Background: an optimization exercise with open tools, aiming at small area, a short achievable clock period and few clock cycles per item. Do not read the settings as production practice.
At most, simulation tests tie the RTL to the original design; equivalence was not proved.
For run 2, only the layout was checked, not whether the RTL still works.
Power figures rest on the tool's default switching activity, not on a simulated workload.

==> flow/design.v (outline; a module is shown in full before it is edited, if it fits) <==
// module tdm_slot_timer_unit: 3087 lines
module tdm_slot_timer_unit (
   input  logic        clock,
   input  logic        reset,
   input  logic        req_valid,
   output logic        req_ready,
   input  logic [47:0] req_now_time,
   output logic        rsp_valid,
   input  logic        rsp_ready,
   output logic [1:0]  rsp_current_slot,
   output logic        rsp_is_own,
   output logic [48:0] rsp_next_own_start,
   output logic [32:0] rsp_wait_time,
   output logic        rsp_error,
   input  logic        csr_we,
   input  logic [2:0]  csr_index,
   input  logic [15:0] csr_wdata
);
  // ...
==> flow/flow/run.sh <==
#!/bin/bash
# Standard layout, with these changes to how it is made:
#  - ports are buffered with buf_4 cells;
#  - the repair steps aim at a larger setup margin but work on the worst
#    endpoints only;
#  - clock tree sinks are clustered in larger groups.
set -euo pipefail
bash standard.sh SETUP_SLACK_MARGIN=6.5 TNS_END_PERCENT=5 \
  CTS_CLUSTER_SIZE=25 CTS_CLUSTER_DIAMETER=100 \
  BUFFER_PORTS_ARGS="-buffer_cell sky130_fd_sc_hd__buf_4" finish > standard.log 2>&1
==> flow/standard.sh <==
#!/bin/bash
# synth_recipe.tcl (not shown) runs the flow's synth.tcl, then flattens the netlist and writes it again
# the make line also repeats each setting of config.mk as NAME=value (left out here)
make -C /OpenROAD-flow-scripts/flow DESIGN_CONFIG=/design/flow/config.mk WORK_HOME=/design/flow/orfs CLKGATE_MAP_FILE= SYNTH_SCRIPT=/design/flow/synth_recipe.tcl "${@:-finish}"
==> flow/config.mk <==
export PLATFORM = sky130hd
export DESIGN_NAME = tdm_slot_timer_unit
export DESIGN_NICKNAME = tdm_slot_timer_unit
export VERILOG_FILES = /design/flow/design.v
export SDC_FILE = /design/flow/constraint.sdc
export NUM_CORES = 4
export LEC_CHECK = 0
export CAP_MARGIN = 20
export CORE_MARGIN = 2
export CORE_UTILIZATION = 40
export SLEW_MARGIN = 20
==> flow/constraint.sdc <==
create_clock -name core_clock -period 10.0 [get_ports {clock}]
set_input_delay 2.0000 -clock core_clock [delete_from_list [all_inputs] [get_ports {clock}]]
set_output_delay 2.0000 -clock core_clock [all_outputs]
set_load 0.01 [all_outputs]
==> reports/qor.yml, run 1 <==
outcome:
  status: "finished clean"
placement:
  post_dp_cell_area_um2: 69020
  dpl_worst_slack_ps: 5299
  numPlacedInstances: 8341
sta:
  setup_ws_ps: 6406
  setup-violations-final: 0
  period_needed_ps: 3594
  final.period_utilization_pct: 35.94
floorplan:
  dieArea_um2: 166300
  taps: 2175
worst_setup_path:
  regToRegSetupSlack_ps: 6410
  endpoint_kind: "flip-flop"
  cp_max_fo: 6
  crit_path_end: "r14[9]"
  r2r_end: "r14[9]"
yosys:
  ys_seq_elements: 1372
  synthMuxAreaShare_pct: 5.728
  synthCells: 6085
  synthTopCellsByArea: "dfxtp_1 38%, ha_1 13%, edfxtp_1 6.4%, fa_1 5.8%, a21oi_1 2.9%"
  syn_avg_cell_area_um2: 10.72
  netlist_top_cells_count: "1234 x dfxtp_1, 695 x ha_1, 416 x nand2_1, 412 x nor2_1, 384 x a21oi_1"
  synth_top_area_share_pct: 37.87
clock_network:
  numCtsBuffers: 71
  clockBufferDepth: 3
  cts_hold_buf: 0
  htreeDepth: 3
  clk_pin_slew_ps: 110
finish:
  seq_area_um2: 28910
  drive_above_1_share_pct: 14.53
  clk_share_pct: 2.923
power:
  netSwitchingFraction_pct: 41.97
drt:
  wl_met3_um: 12140
  vias: 46571
  wl_met2_um: 82400
hold_path:
  hold-path-endpoint: "n8[36]"
grt:
  antenna_found_initial: 10
Testbench counts, summed over its fixed seeds: cycles 8,144, items 8,000.
==> run 2, diff against run 1 <==
--- a/flow/design.v
+++ b/flow/design.v
@@ -2826,21 +2826,21 @@
    assign pd   = plap ? pdb : pda;
    logic [1:0]  sc;
    logic        so, sz, sf;
    logic [17:0] sd;
    logic [32:0] pstart;
    logic [32:0] pwait;
    logic [15:0] pnf;
    logic [68:0] res;
-   wire [32:0] ads_x = {1'b0, n16[47:16]};
-   wire [32:0] ads_y = {{15{sd[17]}}, sd};
+   wire [32:0] ads_x = (cz | err) ? 33'd0 : {1'b0, n16[47:16]};
+   wire [32:0] ads_y = err ? 33'd0 : cz ? {17'd0, ooff} : {{15{sd[17]}}, sd};
    wire [32:0] ads_g = ads_x & ads_y;
    wire [32:0] ads_p = ads_x ^ ads_y;
-   wire ads_G1351 = ads_g[1] | (ads_p[1] & (ads_g[0] | (ads_p[0] & ~sf)));
+   wire ads_G1351 = ads_g[1] | (ads_p[1] & (ads_g[0] | (ads_p[0] & (~(cz | err) & ~sf))));
    wire ads_G1352 = ads_g[3] | (ads_p[3] & ads_g[2]);
    wire ads_P1352 = ads_p[3] & ads_p[2];
    wire ads_G1353 = ads_g[5] | (ads_p[5] & ads_g[4]);
    wire ads_P1353 = ads_p[5] & ads_p[4];
    wire ads_G1354 = ads_g[7] | (ads_p[7] & ads_g[6]);
    wire ads_P1354 = ads_p[7] & ads_p[6];
    wire ads_G1355 = ads_g[9] | (ads_p[9] & ads_g[8]);
    wire ads_P1355 = ads_p[9] & ads_p[8];
@@ -2960,19 +2960,19 @@
    wire ads_G1424 = ads_G1408 | (ads_P1408 & ads_G1406);
    wire ads_G1425 = ads_G1409 | (ads_P1409 & ads_G1406);
    wire ads_G1426 = ads_G1410 | (ads_P1410 & ads_G1406);
    wire ads_G1427 = ads_G1411 | (ads_P1411 & ads_G1406);
    wire ads_G1428 = ads_G1412 | (ads_P1412 & ads_G1406);
    wire ads_G1429 = ads_G1413 | (ads_P1413 & ads_G1406);
    wire ads_G1430 = ads_G1414 | (ads_P1414 & ads_G1406);
    wire ads_G1431 = ads_g[32] | (ads_p[32] & ads_G1430);
-   wire [32:0] ads_s = ads_p ^ {ads_G1430, ads_G1429, ads_G1428, ads_G1427, ads_G1426, ads_G1425, ads_G1424, ads_G1423, ads_G1422, ads_G1421, ads_G1420, ads_G1419, ads_G1418, ads_G1417, ads_G1416, ads_G1415, ads_G1406, ads_G1405, ads_G1404, ads_G1403, ads_G1402, ads_G1401, ads_G1400, ads_G1399, ads_G1386, ads_G1385, ads_G1384, ads_G1383, ads_G1368, ads_G1367, ads_G1351, (ads_g[0] | (ads_p[0] & ~sf)), ~sf};
+   wire [32:0] ads_s = ads_p ^ {ads_G1430, ads_G1429, ads_G1428, ads_G1427, ads_G1426, ads_G1425, ads_G1424, ads_G1423, ads_G1422, ads_G1421, ads_G1420, ads_G1419, ads_G1418, ads_G1417, ads_G1416, ads_G1415, ads_G1406, ads_G1405, ads_G1404, ads_G1403, ads_G1402, ads_G1401, ads_G1400, ads_G1399, ads_G1386, ads_G1385, ads_G1384, ads_G1383, ads_G1368, ads_G1367, ads_G1351, (ads_g[0] | (ads_p[0] & (~(cz | err) & ~sf))), (~(cz | err) & ~sf)};
    wire ads_co = ads_G1431;
-   assign pstart = err ? 33'd0 : cz ? {17'd0, ooff} : ads_s;
+   assign pstart = ads_s;
    assign pnf    = 16'd0 - n16[15:0];
    assign pwait  = (sz | sd[17]) ? 33'd0 : {sd[16:0], pnf};
    assign res    = {sc, so, pstart, pwait};
    logic         hwait_n;
    logic [4:0]   hcnt_n;
    logic         skid_n;
    always_comb begin
       hwait_n = hwait;
==> run 2 against run 1 <==
  * Register-to-register slack got worse by 140 ps
  * Count of clock-buffer cells in the layout increased by 5
  * Fmax decreased by 3.8%
  * Highest routed layer unchanged
==> reports/qor.yml, run 2 <==
outcome:
  status: "finished clean"
sta:
  fin_skew_ps: 49.87
  max_slew_margin_pct: 15.43
  max_freq_ghz: 0.2678
  final.period_utilization_pct: 37.34  # +1.4 points
  period_needed_ps: 3734  # +140.0 ps
  finalHoldViolCount: 0
  hold-worst-slack_ps: 313.2
  setup-violations-final: 0  # unchanged
  worst_pin_slew_ps: 1261
  rsz0062_at_grt: "yes"
  tns_ps: 0
  maxSlewViolCount: 0
yosys:
  synthFlopType: "dfxtp_1"
  synth-simple-area-share_pct: 9.781
  syn_avg_cell_area_um2: 10.77  # +0.47%
  post-synth-top-count-cell: "dfxtp_1"
  synth_area_um2: 65720
  netlist_top_cells_count: "1234 x dfxtp_1, 695 x ha_1, 377 x nand2_1, 368 x a21oi_1, 318 x nor2_1"
  synth_compound_area_share_pct: 13.10
  synthTopCellsByArea: "dfxtp_1 38%, ha_1 13%, edfxtp_1 6.3%, fa_1 5.7%, xnor2_1 3.0%"
  synth_cell_types: 88
  synthCells: 6102  # +0.28%
  ys_async_sr_fraction_pct: 0
  synth_edf_count: 138
  yosysSeqAreaShare_pct: 43.90
  yosysWarnings: 1
  synthMuxAreaShare_pct: 6.365  # +0.64 points
  synth_top_area_share_pct: 37.59  # -0.28 points
  synthAdderAreaFrac_pct: 18.96
  synth_top_family_by_area: "adder cells"
  synth_xor_area_share_pct: 5.131
  synth_top_area_cell: "dfxtp_1"
  ys_seq_elements: 1372  # unchanged
worst_setup_path:
  start_kind: "flip-flop"
  cp_max_fo: 11  # +5
  cp-startpoint: "cycn[9]"
  cp_data_arrival_time_ps: 4310
  endpoint_kind: "flip-flop"
  r2r_start: "cycn[9]"
  crit_required_ps: 10570
  path_class: "reg2reg"
grt:
  grt_use_met3_pct: 3.203
  grt_pass1_vias: 44932
  grt_max_degree: 91
  grt.busiest_layer: "met2"
  grtUsageMet2_pct: 34.22
  grt-ovfl-total: 0
  antenna_found_initial: 13  # +3
  gr-usage-met1_pct: 31.44
  grt_pass1_wl_um: 281600
  track_usage_pct: 22.13
drt:
  vias: 46433  # -0.30%
  finalWirelength_um: 189600
  drt_iter0_drc: 3566
  drtAntennaViolNets: 0
  routed_via_density: 5.388
  drc: 0
  wl_per_cell_um: 22.00
  dr.pass1.iters: 5
clock_network:
  numCtsBuffers: 70  # -1.4%
  root_buffer: "clkbuf_16"
  clkSinkCount: 1372
  cts_hold_buf: 0  # unchanged
  htreeDepth: 3  # unchanged
  clock_latency_ps: 730
  clockBufferDepth: 3  # unchanged
  cts_tree: "done"
  clk_pin_slew_ps: 100  # about the same
hold_path:
  worstHoldStart: "n15[21]"
  hold_class: "reg2reg"
floorplan:
  rows: 148
  initial_core_util_pct: 40.33
  die_h_um: 409.3
  io_pins: 160
  die_w_um: 409.3
  dieArea_um2: 167500  # +0.74%
  coreArea_um2: 163000
finish:
  layout.nets: 7351
  drive_above_1_share_pct: 13.78  # -0.75 points
  layout_commonest_cell: "dfxtp_1"
  syn2layout_area_growth_pct: 13.01
  largestRegisters: "out_q (69), skid_q (69)"
  final_cell_mix: "1201 x dfxtp_1, 690 x ha_1, 375 x nand2_1"
run:
  drv_cap: 0
power:
  leakage_nw: 31.14
  p_total_w: 0.02423
  power_density_nw_per_um2: 326.3
  vdd_drop_max_mv: 0.1391
placement:
  port_buffers: 143
  finalWeightedCongestion: 0.9184
  hpwl_um: 136400
## run 2: power breakdown
| part | switching [W] | leakage (nW) | internal, W |
|---|---|---|---|
| clock network | 0.00187 | 1.06 | 0.00144 |
| registers | 0.00107 | 11.8 | 0.00650 |
| logic | 0.00722 | 18.3 | 0.00614 |
## run 2: per-stage QoR
| step | cell area, µm² | utilization [%] | setup WS (ps) | std cells |
|---|---|---|---|---|
| 3_5_place_dp | 69660 | 42.74 | 4971 | 8376 |
| 2_1_floorplan | 65790 | - | 5906 | 6117 |
| 5_1_grt | 74250 | 45.56 | 6192 | 8612 |
| 6_report | 74260 | 45.57 | 6266 | 8618 |
| 3_3_place_gp | 69660 | 42.74 | 5106 | 8376 |
| 4_1_cts | 73530 | 45.12 | 6285 | 8568 |
## run 2: worst paths after layout
| path | to | slack, ps | cells past startpoint |
|---|---|---|---|
| worst max-delay path | r8[5] | 6270 | 13 |
| worst max register to register | r8[5] | 6270 | 13 |
| worst min register to register | n16[21] | 310 | 0 |
| worst min-delay path | n16[21] | 310 | 0 |
## run 2: critical path: stages, from the launching register on
cell and delay [ps]:
dfxtp_2 610, buf_4 380, ha_1 330, nand3_1 100, a21oi_1 40, a221o_1 420, a2111oi_4 450, o21bai_4 140
a31oi_4 270, buf_12 150, buf_16 120, mux2_2 320, mux2i_1 150, o21ai_1 80
## run 2: kinds of logic (layout without fill, tap and decap cells)
| family | count (synthesis) | count (layout) |
|---|---|---|
| other | 1 | 23 |
| muxes | 375 | 375 |
| DFF | 1372 | 1372 |
| AOI/OAI and AO/OA | 1303 | 1311 |
| buffers and inverters | 455 | 762 |
| and+or+nand+nor | 1328 | 1332 |
| adders and majority gates | 883 | 883 |
| xor gates and xnor gates | 385 | 385 |
## run 2: repair_timing
action	CTS	global route
gates resized for setup	215	90
setup endpoints to repair	288	244
pin swaps	61	49
setup buffers	68	37
hold endpoints to repair	0	0
cloned	12	6
## run 2: layer usage
layer | share of wire, % | up-vias | routed length [µm]
met3 | 5.7 | 264 | 10760
li1 | - | 22241 | -
met5 | 0.011 | - | 21
met1 | 47 | 22683 | 88930
met4 | 3.6 | 4 | 6883
met2 | 44 | 1241 | 83010
## run 2: final cells by class
cell class,instances,area (µm²)
antenna,7,17.52
clock buffer,94,1926
clock inverter,18,291.5
fill,15102,88690
inverter,309,1190
multi-input combinational,4302,36240
sequential,1372,28930
tap,2175,2721
timing repair buffer,341,2954

==> afterwards: timing with drivers on the ports <==
How much do the figures lean on ideal ports? The routed layouts below were timed once more, with nothing changed but the port constraints.
Step 1: set_driving_cell puts a clkbuf_16 on clock and a buf_2 on each other input, an assumption about the parent block.
Step 2 times the ports against the registers' clock, not the clock port: input delays grow and output delays shrink by t, the midpoint of the rising clock arrivals with the driver on.
a / b / c = ideal / step 1 / step 2; a / b = the first two.
| run | t, ns | setup slack, ns | latest minus earliest clock arrival (ns) |
|---|---|---|---|
| run 1 | 0.776 | 6.406 / 6.356 / 6.147 | 0.045 / 0.045 |
| run 2 | 0.779 | 6.266 / 6.266 / 5.956 | 0.056 / 0.056 |
After both steps every run listed still meets setup and hold. The setup slack of run 2, which loses most, moves by 0.000 ns with the drivers and by -0.310 ns with both steps.
